Context: an optimization exercise on an open-source flow, tuned for small area, a short achievable clock period and few clock cycles per item. The choices shown serve that exercise and are no tape-out recipe. RTL that was checked went through simulation tests only; none was proved equivalent to the original. No activity file was given, so power comes from the tool's default toggle rates.

## old
==> module delayed_event_flag_table_unit, before the edit <==
module delayed_event_flag_table_unit (
    input  logic                              i_clk,
    input  logic                              i_rst_n,
    input  logic                              i_cfg_we,
    input  logic [defet_pkg::CFG_IDX_W-1:0]   i_cfg_idx,
    input  logic [defet_pkg::CFG_DATA_W-1:0]  i_cfg_data,
    input  logic                              i_in_valid,
    output logic                              o_in_stall,
    input  logic [1:0]                        i_func,
    input  logic [defet_pkg::ID_W-1:0]        i_event_id,
    input  logic [defet_pkg::TIME_W-1:0]      i_now_time,
    output logic                              o_out_valid,
    input  logic                              i_out_stall,
    output logic                              o_delivered,
    output logic                              o_in_range
);
    localparam int QD  = 8;        
    localparam int CAP = QD + 1;   
    defet_pkg::t_cfg cfg;
    defet_cfg_regs u_cfg (
        .i_clk      (i_clk),
        .i_rst_n    (i_rst_n),
        .i_cfg_we   (i_cfg_we),
        .i_cfg_idx  (i_cfg_idx),
        .i_cfg_data (i_cfg_data),
        .o_cfg      (cfg)
    );
    logic       r_stall;
    logic [3:0] r_owed;
    logic       r_ov;
    logic       acc;
    logic       take;
    logic [3:0] n_owed;
    assign acc    = i_in_valid && !r_stall;
    assign take   = r_ov && !i_out_stall;
    assign n_owed = r_owed + 4'(acc) - 4'(take);
    always_ff @(posedge i_clk) begin
        if (!i_rst_n) begin
            r_owed  <= '0;
            r_stall <= 1'b0;
        end else begin
            r_owed  <= n_owed;
            r_stall <= (n_owed >= 4'(CAP));
        end
    end
    logic              s0_v;
    logic [1:0]        s0_func;
    logic [7:0]        s0_id;
    logic              s0_inr;
    logic [TIME_W-1:0] s0_now;
    logic [TIME_W-1:0] r_stamp;
    always_ff @(posedge i_clk) begin
        s0_v    <= i_rst_n && acc;
        s0_func <= i_func;
        s0_id   <= i_event_id[7:0];
        s0_inr  <= (i_event_id[15:8] == 8'd0);
        s0_now  <= i_now_time;
    end
    always_ff @(posedge i_clk) begin
        if (!i_rst_n) begin
            r_stamp <= '0;
        end else if (s0_v && s0_inr && s0_func == FUNC_DSET) begin
            r_stamp <= s0_now;
        end
    end
    logic [TIME_W-1:0] el;
    logic              s1_v;
    logic [1:0]        s1_func;
    logic [7:0]        s1_id;
    logic [15:0]       s1_lo;
    logic              s1_inr;
    logic              s1_bs;
    logic              s1_bn;
    logic [TIME_W-1:0] s1_el;
    defet_sub_time u_el (
        .i_a    (s0_now),
        .i_b    (r_stamp),
        .o_diff (el)
    );
    always_ff @(posedge i_clk) begin
        s1_v    <= i_rst_n && s0_v;
        s1_func <= s0_func;
        s1_id   <= s0_id;
        for (int l = 0; l < 16; l++) begin
            s1_lo[l] <= (s0_id[3:0] == 4'(l));
        end
        s1_inr  <= s0_inr;
        s1_bs   <= ({1'b0, s0_id} < cfg.short_start);
        s1_bn   <= ({1'b0, s0_id} < cfg.nodly_start);
        s1_el   <= el;
    end
    logic       ok;
    logic       tb_p;
    logic       tb_h;
    logic       s2_v;
    logic       s2_hit;
    logic       s2_clr;
    logic [1:0] s2_func;
    logic [7:0] s2_id;
    logic       s2_inr;
    logic       s2_bn;
    logic       s2_ok;
    logic       s2_tbp;
    logic       s2_tbh;
    logic       s2_fwd;
    logic       s2_fwp;
    logic       s2_fwh;
    logic       cur_p;
    logic       cur_h;
    logic       ready;
    logic       wr_p;
    logic       wr_h;
    logic       gt_long;
    logic       gt_short;
    defet_gt_time u_gt_long (
        .i_a  (s1_el),
        .i_b  (cfg.long_delay),
        .o_gt (gt_long)
    );
    defet_gt_time u_gt_short (
        .i_a  (s1_el),
        .i_b  (cfg.short_delay),
        .o_gt (gt_short)
    );
    always_comb begin
        if (s1_bs)      ok = gt_long;
        else if (s1_bn) ok = gt_short;
        else            ok = 1'b1;
    end
    assign cur_p = s2_fwd ? s2_fwp : s2_tbp;
    assign cur_h = s2_fwd ? s2_fwh : s2_tbh;
    assign ready = cur_p && (!cur_h || s2_ok);
    always_comb begin
        wr_p = cur_p;
        wr_h = cur_h;
        case (s2_func)
            FUNC_SET:   wr_p = 1'b1;
            FUNC_CLEAR: wr_p = 1'b0;
            FUNC_DSET: begin
                wr_p = 1'b1;
                wr_h = cur_h || s2_bn;
            end
            default: begin
                if (ready) begin
                    wr_p = 1'b0;
                    wr_h = 1'b0;
                end
            end
        endcase
        if (s2_clr) begin
            wr_p = 1'b0;
            wr_h = 1'b0;
        end
    end
    defet_flag_table u_table (
        .i_clk        (i_clk),
        .i_rd_hi      (s1_id[7:4]),
        .i_rd_lo      (s1_lo),
        .o_rd_pending (tb_p),
        .o_rd_holdoff (tb_h),
        .i_wr_idx     (s2_id),
        .i_wr_en      (s2_hit),
        .i_wr_all     (s2_clr),
        .i_wr_pending (wr_p),
        .i_wr_holdoff (wr_h)
    );
    always_ff @(posedge i_clk) begin
        s2_v    <= i_rst_n && s1_v;
        s2_hit  <= i_rst_n && s1_v && s1_inr;
        s2_clr  <= !i_rst_n;
        s2_func <= s1_func;
        s2_id   <= s1_id;
        s2_inr  <= s1_inr;
        s2_bn   <= s1_bn;
        s2_ok   <= ok;
        s2_tbp  <= tb_p;
        s2_tbh  <= tb_h;
        s2_fwd  <= s2_clr || (s2_hit && s1_id == s2_id);
        s2_fwp  <= wr_p;
        s2_fwh  <= wr_h;
    end
    logic [1:0] q_mem [QD];
    logic [3:0] q_wr;
    logic [3:0] q_rd;
    logic       q_empty;
    logic       r_del;
    logic       r_inr;
    assign q_empty = (q_wr == q_rd);
    always_ff @(posedge i_clk) begin
        if (s2_v) begin
            q_mem[q_wr[2:0]] <= {s2_hit && s2_func == FUNC_GET && ready, s2_inr};
        end
        if (!r_ov || !i_out_stall) begin
            {r_del, r_inr} <= q_mem[q_rd[2:0]];
        end
    end
    always_ff @(posedge i_clk) begin
        if (!i_rst_n) begin
            q_wr <= '0;
            q_rd <= '0;
            r_ov <= 1'b0;
        end else begin
            if (s2_v) begin
                q_wr <= q_wr + 4'd1;
            end
            if (!r_ov || !i_out_stall) begin
                r_ov <= !q_empty;
                if (!q_empty) begin
                    q_rd <= q_rd + 4'd1;
                end
            end
        end
    end
    assign o_in_stall  = r_stall;
    assign o_out_valid = r_ov;
    assign o_delivered = r_del;
    assign o_in_range  = r_inr;
endmodule
export LEC_CHECK = 0
export CAP_MARGIN = 20
export CORE_MARGIN = 2
export CORE_UTILIZATION = 40
export CTS_CLUSTER_DIAMETER = 100
export CTS_CLUSTER_SIZE = 30
export SETUP_SLACK_MARGIN = 4.5
export SLEW_MARGIN = 20
create_clock -name core_clock -period 7.0 [get_ports {i_clk}]
run.sh (not shown) runs the stock make flow with config.mk's settings and CLKGATE_MAP_FILE= SYNTH_SCRIPT=/design/flow/synth_recipe.tcl, a recipe that flattens the netlist after the stock synthesis.
Testbench counts of old, summed over its fixed seeds: cycles 25,683, items 24,000.
Changes in new relative to old:
diff --git a/flow/design.v b/flow/design.v
--- a/flow/design.v
+++ b/flow/design.v
@@ -205,7 +205,5 @@
     end
     always_ff @(posedge i_clk) begin
-        if (!i_rst_n) begin
-            r_stamp <= '0;
-        end else if (s0_v && s0_inr && s0_func == FUNC_DSET) begin
+        if (s0_v && s0_inr && s0_func == FUNC_DSET) begin
             r_stamp <= s0_now;
         end
@@ -338,5 +336,9 @@
             q_mem[q_wr[2:0]] <= {s2_hit && s2_func == FUNC_GET && ready, s2_inr};
         end
-        if (!r_ov || !i_out_stall) begin
+    end
+    always_ff @(posedge i_clk) begin
+        if (!i_rst_n) begin
+            {r_del, r_inr} <= '0;
+        end else if (!r_ov || !i_out_stall) begin
             {r_del, r_inr} <= q_mem[q_rd[2:0]];
         end
## What came out
- Compared new vs old, and horizontal die dimension is down in new.
- Status | new and old | clean
- Compared with old, in new proportion of power drawn by the clock network neither gained nor lost much, power of the clock network picked up an extra about 2%.
- Relative to old, the utilization of new is higher by 0.77 points.
- Between new and old, the difference in clock skew is negligible.
- new ended up with a lower count of clock-buffer cells in the layout than old did.
- new ended up with a higher fraction of power spent switching nets than old did.
- | cell area | old vs new | ≈ equal |
- Maximum frequency: new vs old down about 3.6%
- Diff old -> new: initial core utilization increased by 0.27 points relative to the old numbers, total power draw rose 1.9%, minimum clock period shows an increase of 0.095 ns, worst setup slack -0.095 ns.
For new, only the layout was checked, not whether the RTL still works.

[what the ideal ports hide]
How much do the figures lean on ideal ports? The routed layouts below were timed once more, with nothing changed but the port constraints.
Step 1 (the two cells are an assumption about what drives the block):
set clk [get_ports {i_clk}]
set_driving_cell -lib_cell sky130_fd_sc_hd__clkbuf_16 $clk
set_driving_cell -lib_cell sky130_fd_sc_hd__buf_2 [delete_from_list [all_inputs] $clk]
Step 2 also shifts input and output timing later by t, the mid clock arrival at the registers, as if the neighbouring blocks saw the same clock.
a / b / c = no drivers / after step 1 / after step 2; a / b = the first two.
run | t (ns) | slack for setup (ns) | latest minus earliest clock arrival (ns)
old | 0.690 | 4.433 / 4.368 / 3.970 | 0.026 / 0.027
new | 0.696 | 4.337 / 4.337 / 3.911 | 0.042 / 0.041
After both steps every run listed still meets setup and hold. For old, which loses most, drivers alone change the setup slack by -0.065 ns; drivers and shift together by -0.463 ns.
